Background: an optimization exercise with open tools, aiming at small area. Do not read the settings as production practice.
In this exercise RTL edits were held to simulation tests only and were not proved equivalent to the original.
Power figures rest on the tool's default switching activity, not on a simulated workload.

## v6
==> flow/design.v <==
`default_nettype none
package mprs_pkg;
  localparam logic [15:0] POLL_RST  = 16'd1000;
  localparam logic [11:0] WAIT_RST  = 12'd100;
  localparam logic [3:0]  RETRY_RST = 4'd5;
  localparam logic CMD_TICK = 1'b0;
  localparam logic CMD_BYTE = 1'b1;
  localparam logic [1:0] REG_POLL  = 2'd0;
  localparam logic [1:0] REG_WAIT  = 2'd1;
  localparam logic [1:0] REG_RETRY = 2'd2;
  localparam int RING_N = 29;
  localparam logic [5:0] WIDX_OPEN = 6'd58;   
  localparam logic [5:0] WIDX_FULL = 6'd29;   
  localparam logic [2:0] PH_SCALE  = 3'd0;   
  localparam logic [2:0] PH_VALUES = 3'd1;   
  localparam logic [2:0] PH_VAL    = 3'd2;   
  localparam logic [2:0] PH_ERRS   = 3'd3;   
  localparam logic [2:0] PH_ERRV   = 3'd4;   
  localparam logic [7:0] EXP_FIXED = 8'hFE;
  typedef struct packed {
    logic       command;
    logic [7:0] rx_byte;
  } in_item_t;
  typedef struct packed {
    logic [2:0]        action;
    logic [3:0]        quantity;
    logic [15:0]       raw_value;
    logic signed [7:0] decimal_exponent;
    logic              last;
  } out_item_t;
  typedef struct packed {
    logic [15:0] poll_period;
    logic [11:0] reply_wait;
    logic [3:0]  retry_limit;
  } cfg_t;
endpackage
`default_nettype wire
`default_nettype none
import mprs_pkg::*;
module mprs_ctrl
(
  input  wire        clk,
  input  wire        rst_n,
  input  mprs_pkg::cfg_t       cfg,
  input  wire        in_valid,
  output logic       in_stall,
  input  mprs_pkg::in_item_t   in_data,
  output logic       out_valid,
  input  wire        out_stall,
  output mprs_pkg::out_item_t  out_data,
  output logic       buf_clr,
  output logic       buf_wr,
  output logic [3:0] k,
  output logic       load,
  input  wire        nonempty,
  input  wire        wr_hold,
  input  wire        rd_align,
  input  wire        exp_align,
  input  wire [15:0] raw,
  input  wire [7:0]  rd_vexp,
  input  wire [7:0]  rd_cexp,
  input  wire [7:0]  rd_pexp
);
  logic [2:0]  ph_r;
  logic [3:0]  attempts_r;
  logic [11:0] timer_r;
  logic [15:0] since_r;
  logic [7:0]  vexp_r, cexp_r, pexp_r;
  logic        out_valid_r;
  logic        busy, is_val, is_byte, dlv, take, tick;
  logic [15:0] since_inc;
  logic        closed, good, tk_poll, tk_count, tk_retry, tk_fail, go_exp, go_values;
  logic [7:0]  val_exp;
  logic        pf;
  assign busy      = !ph_r[2] && !ph_r[1];
  assign is_val    = ph_r == PH_VAL;
  assign k         = attempts_r;
  assign is_byte   = in_data.command == CMD_BYTE;
  assign dlv       = out_valid_r && !out_stall;
  assign since_inc = (since_r == 16'hFFFF) ? since_r : since_r + 16'd1;
  assign closed    = busy && !(timer_r < cfg.reply_wait);
  assign good      = closed && nonempty;
  assign tk_poll   = !busy && (since_inc >= cfg.poll_period);
  assign tk_count  = busy && (timer_r < cfg.reply_wait);
  assign go_exp    = good && (ph_r == PH_SCALE);
  assign go_values = good && (ph_r == PH_VALUES);
  assign tk_retry  = closed && !good && (attempts_r < cfg.retry_limit);
  assign tk_fail   = closed && !good && !(attempts_r < cfg.retry_limit);
  assign in_stall  = (out_valid_r && out_stall) || is_val ||
                     (is_byte ? (busy && wr_hold) : (go_exp && !exp_align));
  assign take      = in_valid && !in_stall;
  assign tick      = take && !is_byte;
  assign buf_wr    = take && is_byte && busy;
  assign buf_clr   = tick && (tk_poll || go_exp);
  assign load      = is_val && !out_valid_r && rd_align;
  always_ff @(posedge clk) begin
    if (!rst_n) begin
      ph_r        <= PH_ERRS;
      since_r     <= 16'd0;
      out_valid_r <= 1'b0;
    end else begin
      if (dlv) begin
        out_valid_r <= 1'b0;
        if (is_val && (attempts_r == 4'd15)) begin
          ph_r <= PH_ERRS;
        end
      end
      if (load) begin
        out_valid_r <= 1'b1;
      end
      if (tick) begin
        since_r <= go_values ? 16'd0 : since_inc;
        if (tk_poll) begin
          ph_r        <= PH_SCALE;
          out_valid_r <= 1'b1;
        end else if (tk_retry) begin
          out_valid_r <= 1'b1;
        end else if (go_exp) begin
          ph_r        <= PH_VALUES;
          out_valid_r <= 1'b1;
        end else if (go_values) begin
          ph_r        <= PH_VAL;
        end else if (tk_fail) begin
          ph_r        <= (ph_r == PH_SCALE) ? PH_ERRS : PH_ERRV;
          out_valid_r <= 1'b1;
        end
      end
    end
  end
  always_ff @(posedge clk) begin
    if (tick) begin
      if (tk_poll || go_exp || go_values) begin
        attempts_r <= 4'd0;
      end else if (tk_retry) begin
        attempts_r <= attempts_r + 4'd1;
      end
      if (tk_poll || tk_retry || go_exp) begin
        timer_r <= 12'd0;
      end else if (tk_count) begin
        timer_r <= timer_r + 12'd1;
      end
    end else if (dlv && is_val) begin
      attempts_r <= attempts_r + 4'd1;
    end
  end
  always_ff @(posedge clk) begin
    if (tick && go_exp) begin
      vexp_r <= rd_vexp;
      cexp_r <= rd_cexp;
      pexp_r <= rd_pexp;
    end
  end
  assign pf = (k >= 4'd12) && (k != 4'd15);
  always_comb begin
    if (k < 4'd3) begin
      val_exp = vexp_r;
    end else if (k < 4'd6) begin
      val_exp = cexp_r;
    end else if (k < 4'd12) begin
      val_exp = pexp_r;
    end else begin
      val_exp = EXP_FIXED;
    end
  end
  assign out_valid                 = out_valid_r;
  assign out_data.action           = ph_r;
  assign out_data.quantity         = is_val ? k : 4'd0;
  assign out_data.raw_value        = {(is_val && !pf) ? raw[15:8] : 8'd0, is_val ? raw[7:0] : 8'd0};
  assign out_data.decimal_exponent = is_val ? val_exp : 8'd0;
  assign out_data.last             = is_val ? (k == 4'd15) : 1'b1;
endmodule
`default_nettype wire
`default_nettype none
import mprs_pkg::*;
module mprs_datapath
(
  input  wire        clk,
  input  wire        rst_n,
  input  wire        clr,        
  input  wire        wr,         
  input  wire [7:0]  wdata,
  input  wire [3:0]  k,          
  input  wire        load,       
  output logic       nonempty,   
  output logic       wr_hold,    
  output logic       rd_align,   
  output logic       exp_align,  
  output logic [15:0] raw,
  output logic [7:0] vexp,       
  output logic [7:0] cexp,
  output logic [7:0] pexp
);
  logic [7:0] ring [RING_N];
  logic [4:0] ptr_r;
  logic [5:0] widx_r;
  logic       clr_turn_r;
  logic [15:0] raw_r;
  logic       to_ring, wr_now;
  logic [4:0] ridx;
  assign to_ring   = !widx_r[5] && (widx_r != WIDX_FULL);
  assign wr_now    = wr && to_ring;
  assign nonempty  = widx_r != WIDX_OPEN;
  assign wr_hold   = to_ring && (ptr_r != widx_r[4:0]);
  always_ff @(posedge clk) begin
    if (!rst_n) begin
      ptr_r      <= 5'd0;
      clr_turn_r <= 1'b1;
    end else begin
      ptr_r <= (ptr_r == 5'(RING_N - 1)) ? 5'd0 : ptr_r + 5'd1;
      if (ptr_r == 5'(RING_N - 1)) begin
        clr_turn_r <= 1'b0;
      end
    end
  end
  always_ff @(posedge clk) begin
    ring[0] <= wr_now ? wdata : (clr_turn_r ? 8'h00 : ring[RING_N - 1]);
    for (int i = 1; i < RING_N; i++) begin
      ring[i] <= ring[i - 1];
    end
  end
  always_ff @(posedge clk) begin
    if (clr) begin
      widx_r <= WIDX_OPEN;
    end else if (wr && (widx_r != WIDX_FULL)) begin
      widx_r <= widx_r + 6'd1;
    end
  end
  assign ridx      = (k < 4'd12) ? {k, 1'b0} : 5'(k) + 5'd12;
  assign rd_align  = !clr_turn_r && (ptr_r == ridx);
  always_ff @(posedge clk) begin
    if (load) begin
      raw_r <= {ring[RING_N - 2], ring[RING_N - 1]};
    end
  end
  assign raw = raw_r;
  assign exp_align = !clr_turn_r && (ptr_r == 5'd1);
  assign vexp = ring[RING_N - 1];
  assign cexp = ring[RING_N - 2];
  assign pexp = ring[RING_N - 3];
endmodule
`default_nettype wire
`default_nettype none
import mprs_pkg::*;
module meter_poll_retry_sequencer_unit
(
  input  wire        clk,
  input  wire        rst_n,
  input  wire        in_valid,
  output logic       in_stall,
  input  mprs_pkg::in_item_t   in_data,
  output logic       out_valid,
  input  wire        out_stall,
  output mprs_pkg::out_item_t  out_data,
  input  wire        psel,
  input  wire        penable,
  input  wire        pwrite,
  input  wire [3:0]  paddr,
  input  wire [31:0] pwdata,
  output logic [31:0] prdata,
  output logic       pready
);
  mprs_pkg::cfg_t cfg_r;
  logic       wr_en;
  logic       buf_clr, buf_wr, nonempty, load, wr_hold, rd_align, exp_align;
  logic [3:0] k;
  logic [15:0] raw;
  logic [7:0] rd_vexp, rd_cexp, rd_pexp;
  assign pready = 1'b1;
  assign wr_en  = psel && penable && pwrite;
  always_ff @(posedge clk) begin
    if (!rst_n) begin
      cfg_r.poll_period <= POLL_RST;
      cfg_r.reply_wait  <= WAIT_RST;
      cfg_r.retry_limit <= RETRY_RST;
    end else if (wr_en) begin
      case (paddr[3:2])
        REG_POLL:  cfg_r.poll_period <= pwdata[15:0];
        REG_WAIT:  cfg_r.reply_wait  <= pwdata[11:0];
        REG_RETRY: cfg_r.retry_limit <= pwdata[3:0];
        default: begin
        end
      endcase
    end
  end
  always_comb begin
    case (paddr[3:2])
      REG_POLL:  prdata = {16'h0000, cfg_r.poll_period};
      REG_WAIT:  prdata = {20'h00000, cfg_r.reply_wait};
      REG_RETRY: prdata = {28'h0000000, cfg_r.retry_limit};
      default:   prdata = '0;
    endcase
  end
  mprs_ctrl u_ctrl (
    .clk       (clk),
    .rst_n     (rst_n),
    .cfg       (cfg_r),
    .in_valid  (in_valid),
    .in_stall  (in_stall),
    .in_data   (in_data),
    .out_valid (out_valid),
    .out_stall (out_stall),
    .out_data  (out_data),
    .buf_clr   (buf_clr),
    .buf_wr    (buf_wr),
    .k         (k),
    .load      (load),
    .nonempty  (nonempty),
    .wr_hold   (wr_hold),
    .rd_align  (rd_align),
    .exp_align (exp_align),
    .raw       (raw),
    .rd_vexp   (rd_vexp),
    .rd_cexp   (rd_cexp),
    .rd_pexp   (rd_pexp)
  );
  mprs_datapath u_dp (
    .clk       (clk),
    .rst_n     (rst_n),
    .clr       (buf_clr),
    .wr        (buf_wr),
    .wdata     (in_data.rx_byte),
    .k         (k),
    .load      (load),
    .nonempty  (nonempty),
    .wr_hold   (wr_hold),
    .rd_align  (rd_align),
    .exp_align (exp_align),
    .raw       (raw),
    .vexp      (rd_vexp),
    .cexp      (rd_cexp),
    .pexp      (rd_pexp)
  );
endmodule
`default_nettype wire
Settings: LEC_CHECK=0, CAP_MARGIN=20, CORE_MARGIN=2, CORE_UTILIZATION=65, CTS_CLUSTER_DIAMETER=80, CTS_CLUSTER_SIZE=28, SLEW_MARGIN=20; clock period 6.0 ns.
run.sh (not shown) runs the stock make flow with config.mk's settings and CLKGATE_MAP_FILE= SYNTH_SCRIPT=/design/flow/synth_recipe.tcl, a recipe that flattens the netlist after the stock synthesis.
v6 completed; timing, DRC and antenna clean
Input changes introduced in v7 (baseline for comparison: v6):
diff --git a/flow/design.v b/flow/design.v
--- a/flow/design.v
+++ b/flow/design.v
@@ -71,7 +71,6 @@
   logic [15:0] since_inc;
   logic        closed, good, tk_poll, tk_count, tk_retry, tk_fail, go_exp, go_values;
   logic [7:0]  val_exp;
-  logic        pf;
   assign busy      = !ph_r[2] && !ph_r[1];
   assign is_val    = ph_r == PH_VAL;
   assign k         = attempts_r;
@@ -150,7 +149,6 @@
       pexp_r <= rd_pexp;
     end
   end
-  assign pf = (k >= 4'd12) && (k != 4'd15);
   always_comb begin
     if (k < 4'd3) begin
       val_exp = vexp_r;
@@ -165,7 +163,7 @@
   assign out_valid                 = out_valid_r;
   assign out_data.action           = ph_r;
   assign out_data.quantity         = is_val ? k : 4'd0;
-  assign out_data.raw_value        = {(is_val && !pf) ? raw[15:8] : 8'd0, is_val ? raw[7:0] : 8'd0};
+  assign out_data.raw_value        = is_val ? raw : 16'd0;
   assign out_data.decimal_exponent = is_val ? val_exp : 8'd0;
   assign out_data.last             = is_val ? (k == 4'd15) : 1'b1;
 endmodule
@@ -193,27 +191,24 @@
   logic [7:0] ring [RING_N];
   logic [4:0] ptr_r;
   logic [5:0] widx_r;
-  logic       clr_turn_r;
+  logic [4:0] hv_r;
   logic [15:0] raw_r;
   logic       to_ring, wr_now;
   logic [4:0] ridx;
+  logic       lo_ok, hi_ok;
   assign to_ring   = !widx_r[5] && (widx_r != WIDX_FULL);
   assign wr_now    = wr && to_ring;
   assign nonempty  = widx_r != WIDX_OPEN;
   assign wr_hold   = to_ring && (ptr_r != widx_r[4:0]);
   always_ff @(posedge clk) begin
     if (!rst_n) begin
-      ptr_r      <= 5'd0;
-      clr_turn_r <= 1'b1;
+      ptr_r <= 5'd0;
     end else begin
       ptr_r <= (ptr_r == 5'(RING_N - 1)) ? 5'd0 : ptr_r + 5'd1;
-      if (ptr_r == 5'(RING_N - 1)) begin
-        clr_turn_r <= 1'b0;
-      end
     end
   end
   always_ff @(posedge clk) begin
-    ring[0] <= wr_now ? wdata : (clr_turn_r ? 8'h00 : ring[RING_N - 1]);
+    ring[0] <= wr_now ? wdata : ring[RING_N - 1];
     for (int i = 1; i < RING_N; i++) begin
       ring[i] <= ring[i - 1];
     end
@@ -225,18 +220,27 @@
       widx_r <= widx_r + 6'd1;
     end
   end
+  always_ff @(posedge clk) begin
+    if (!rst_n) begin
+      hv_r <= 5'd0;
+    end else if (wr_now && (widx_r[4:0] == hv_r)) begin
+      hv_r <= hv_r + 5'd1;
+    end
+  end
   assign ridx      = (k < 4'd12) ? {k, 1'b0} : 5'(k) + 5'd12;
-  assign rd_align  = !clr_turn_r && (ptr_r == ridx);
+  assign rd_align  = ptr_r == ridx;
+  assign lo_ok     = ridx < hv_r;
+  assign hi_ok     = ((ridx + 5'd1) < hv_r) && !((k >= 4'd12) && (k != 4'd15));
   always_ff @(posedge clk) begin
     if (load) begin
-      raw_r <= {ring[RING_N - 2], ring[RING_N - 1]};
+      raw_r <= {hi_ok ? ring[RING_N - 2] : 8'h00, lo_ok ? ring[RING_N - 1] : 8'h00};
     end
   end
   assign raw = raw_r;
-  assign exp_align = !clr_turn_r && (ptr_r == 5'd1);
-  assign vexp = ring[RING_N - 1];
-  assign cexp = ring[RING_N - 2];
-  assign pexp = ring[RING_N - 3];
+  assign exp_align = ptr_r == 5'd1;
+  assign vexp = (hv_r > 5'd1) ? ring[RING_N - 1] : 8'h00;
+  assign cexp = (hv_r > 5'd2) ? ring[RING_N - 2] : 8'h00;
+  assign pexp = (hv_r > 5'd3) ? ring[RING_N - 3] : 8'h00;
 endmodule
 `default_nettype wire
 `default_nettype none
Results
As of v7, flip-flop and latch count had risen slightly compared to v6.
Row die area: v7 higher / v6 lower
Looking at number of buffers and inverters on the critical path, v7 sits 1 below v6.
v7 ended with more least setup slack across all paths after layout than v6.
Share of the clock period used by the worst path (higher): v6
Number of well taps: v6 and v7 compared, higher one is v7
In the tables for v6 and v7, maximum net fanout on the critical path reads higher with v7.
Width of the chip up 2.2% in v7 wrt v6
Non-clock buffer count: v7 > v6
Looking only at overall power, and setting everything else aside, the lower value of v6 and v7 goes to v6.
Relative to v6, v7 degrades cell area after layout.
v7 falls short of v6 in first-iteration DRC count.
Xor/xnor cell area share of the yosys netlist for v7: 1.0 points up relative to v6

-- what the ideal ports hide --
The results above use ideal ports. As a check the final layouts listed here were re-extracted and re-timed, cells and wires unchanged. Step 1 assumes that a clkbuf_16 drives the clock port and a buf_2 every other input. Step 2, shift: input delay + t, output delay - t, t = (earliest + latest rising clock arrival at the registers) / 2. This alone moves slack from input paths to output paths. a / b / c = no drivers / after step 1 / after step 2; a / b = the first two.
| run | t, ns | setup WS [ns] | worst setup path at the end | pins driven straight from the clock port |
|---|---|---|---|---|
| v6 | 0.528 | 1.288 / 1.239 / 1.239 | input to output | 1 |
| v7 | 0.540 | 1.405 / 1.378 / 1.378 | input to output | 1 |
After both steps every run listed still meets setup and hold. The setup slack of v6, which loses most, moves by -0.049 ns with the drivers and by -0.049 ns with both steps.
